What follows belongs to an exercise in optimizing a design on an open flow for small area, a short achievable clock period and few clock cycles; a production flow would make more cautious choices.
Power figures rest on the tool's default switching activity, not on a simulated workload.

## hdc_encoder_top
module hdc_encoder_top (
  input  logic      clk_i,
  input  logic      rst_i,
  input  logic      csr_we_i,
  input  logic      csr_re_i,
  input  hdc_pkg::csr_addr_t csr_addr_i,
  input  hdc_pkg::csr_data_t csr_wdata_i,
  output hdc_pkg::csr_data_t csr_rdata_o,
  output logic      csr_rvalid_o,
  output hdc_pkg::hv_t       qhv_o,
  output logic      qhv_valid_o
);
  localparam int unsigned LANES = hdc_pkg::HV_DIM / 2;
  logic     start, n_zero, busy, done;
  logic [hdc_pkg::HV_DIM/2-1:0] grp;
  hdc_pkg::count_t   num_items;
  hdc_pkg::im_addr_t base_a, ab_dist;
  logic [hdc_pkg::IM_DEPTH*hdc_pkg::HV_DIM-1:0] mem;
  logic [LANES*hdc_pkg::IM_DEPTH-1:0] y;
  logic [hdc_pkg::IM_DEPTH-1:0] mask;
  hdc_csr u_csr (
    .clk_i        ( clk_i        ), .rst_i        ( rst_i        ),
    .csr_we_i     ( csr_we_i     ), .csr_re_i     ( csr_re_i     ),
    .csr_addr_i   ( csr_addr_i   ), .csr_wdata_i  ( csr_wdata_i  ),
    .busy_i       ( busy         ), .done_i       ( done         ),
    .result_i     ( qhv_o        ), .csr_rdata_o  ( csr_rdata_o  ),
    .csr_rvalid_o ( csr_rvalid_o ), .start_o      ( start        ),
    .n_zero_o     ( n_zero       ), .num_items_o  ( num_items    ),
    .base_a_o     ( base_a       ), .dist_o       ( ab_dist         )
  );
  im_shared_mem u_mem (
    .clk_i ( clk_i ), .csr_we_i ( csr_we_i ), .csr_addr_i ( csr_addr_i ),
    .csr_wdata_i ( csr_wdata_i ), .mem_o ( mem )
  );
  im_fetcher #(.LANES(LANES)) u_fetch (
    .mem_i ( mem ), .grp_i ( grp ), .num_items_i ( num_items ),
    .base_a_i ( base_a ), .dist_i ( ab_dist ), .y_o ( y ), .mask_o ( mask )
  );
  ...
clock: 5.0 ns
lec_check: 0
cap_margin: 20
core_margin: 2
core_utilization: 40
setup_slack_margin: 1.8
slew_margin: 20
run.sh (not shown) runs the stock make flow with config.mk's settings and CLKGATE_MAP_FILE= SYNTH_SCRIPT=/design/flow/synth_recipe.tcl, a recipe that flattens the netlist after the stock synthesis.
The baseline completed without violations.
==> next run, changes <==
ABC_AREA = 1   (was default)
SETUP_SLACK_MARGIN = 1.9   (was 1.8)
Outcome: Via count rose by 37%; sequential cell count does not change; clock power rose by about 4%; register-to-register slack gets better by 0.13 ns; wire length rose by 17%; setup slack gets better by 0.14 ns; area after synthesis rose by 4.1%; non-clock buffer count fell by 107; die area rose by 4.0%; global-route usage rose by 3.8 points; power rose by 8.5%.
==> next run, changes <==
SETUP_SLACK_MARGIN = 2.1   (was 1.9)
Worst hold slack gets worse by 0.0032 ns.
Utilization rises by 1.8 points.
Sequential power hardly moves.
==> next run, changes <==
SETUP_SLACK_MARGIN = 2.3   (was 2.1)
- maximum frequency grows by 3.3%
- power grows by 2.2%
- worst setup slack is better by 0.096 ns
- routed wire length grows by 5.6%
- worst hold slack is about the same
- synthesized cell count stays the same
- count of clock-buffer cells in the layout does not change
- via count grows by 2.4%
- final cell count grows by 0.82%
- sequential share of layout area shrinks by 1.7 points
- non-clock buffer count grows by 96
==> next run, changes <==
ABC_AREA = default   (was 1)
SETUP_SLACK_MARGIN = 2.1   (was 2.3)
Outcome: Cell area climbs by about 5%. Sequential power hardly moves. Via count goes down by 28%. Non-clock buffer count goes up by 339. Setup slack degrades by 0.32 ns. Critical path depth shrinks by 7. Utilization went up by 5.0 points. Combinational power is lower by about 10%. Global-route usage goes down by 4.1 points.
Function was not checked in any run of this note: the RTL went through the layout flow alone.

Another version of the RTL of hdc_encoder_top (not shown whole).
Size in the first run: roughly 9200 cells after synthesis, about 1300 flip-flops, roughly 110 I/O pins.
clock: 5.0 ns
lec_check: 0
abc_area: 1
cap_margin: 20
core_margin: 2
core_utilization: 40
setup_slack_margin: 2.2
slew_margin: 20
Then changed:
SETUP_SLACK_MARGIN = 2.4   (was 2.2)
After rerunning: The changed run passed the timing, DRC and antenna checks. Worst setup slack improved by 0.10 ns. Synthesized cell count stays the same. Fmax rises by about 4%. Global-route usage rises by 0.58 points. Clock-buffer cell count rises by 6. Power rises by about 9%. Routed wire length rises by 8.1%. Worst hold slack stays flat. Clock power falls by about 5%.
No run of this note included a check of the RTL's function; only the layout flow was run.

-- what the ideal ports hide --
The results above use ideal ports. As a check the final layouts listed here were re-extracted and re-timed, cells and wires unchanged. Step 1 assumes that a clkbuf_16 drives the clock port and a buf_2 every other input. Step 2, shift: input delay + t, output delay - t, t = (earliest + latest rising clock arrival at the registers) / 2. This alone moves slack from input paths to output paths. Three values: ideal ports, drivers, drivers and shift; two values: the first two.
run	shift t [ns]	setup slack, ns	worst hold slack (ns)	slew at the worst register clock pin (ns)
the first run of note 1	0.857	1.776 / 1.776 / 0.920	0.455 / 0.455 / 0.455	0.07 / 0.07
the second run of note 1	0.896	1.917 / 1.899 / 1.371	0.428 / 0.428 / 0.428	0.07 / 0.07
the third run of note 1	0.899	1.996 / 1.996 / 1.386	0.425 / 0.425 / 0.425	0.07 / 0.07
the fourth run of note 1	0.905	2.092 / 2.092 / 1.578	0.425 / 0.425 / 0.425	0.07 / 0.07
the fifth run of note 1	0.873	1.770 / 1.770 / 1.309	0.463 / 0.459 / 0.463	0.07 / 0.07
the first run of note 2	0.877	2.222 / 2.205 / 1.690	0.425 / 0.425 / 0.425	0.07 / 0.07
the second run of note 2	0.895	2.323 / 2.323 / 1.712	0.427 / 0.427 / 0.427	0.07 / 0.07
After both steps setup and hold are still met in every run listed. For the first run of note 1, which loses most, drivers alone change the setup slack by 0.000 ns; drivers and shift together by -0.856 ns.
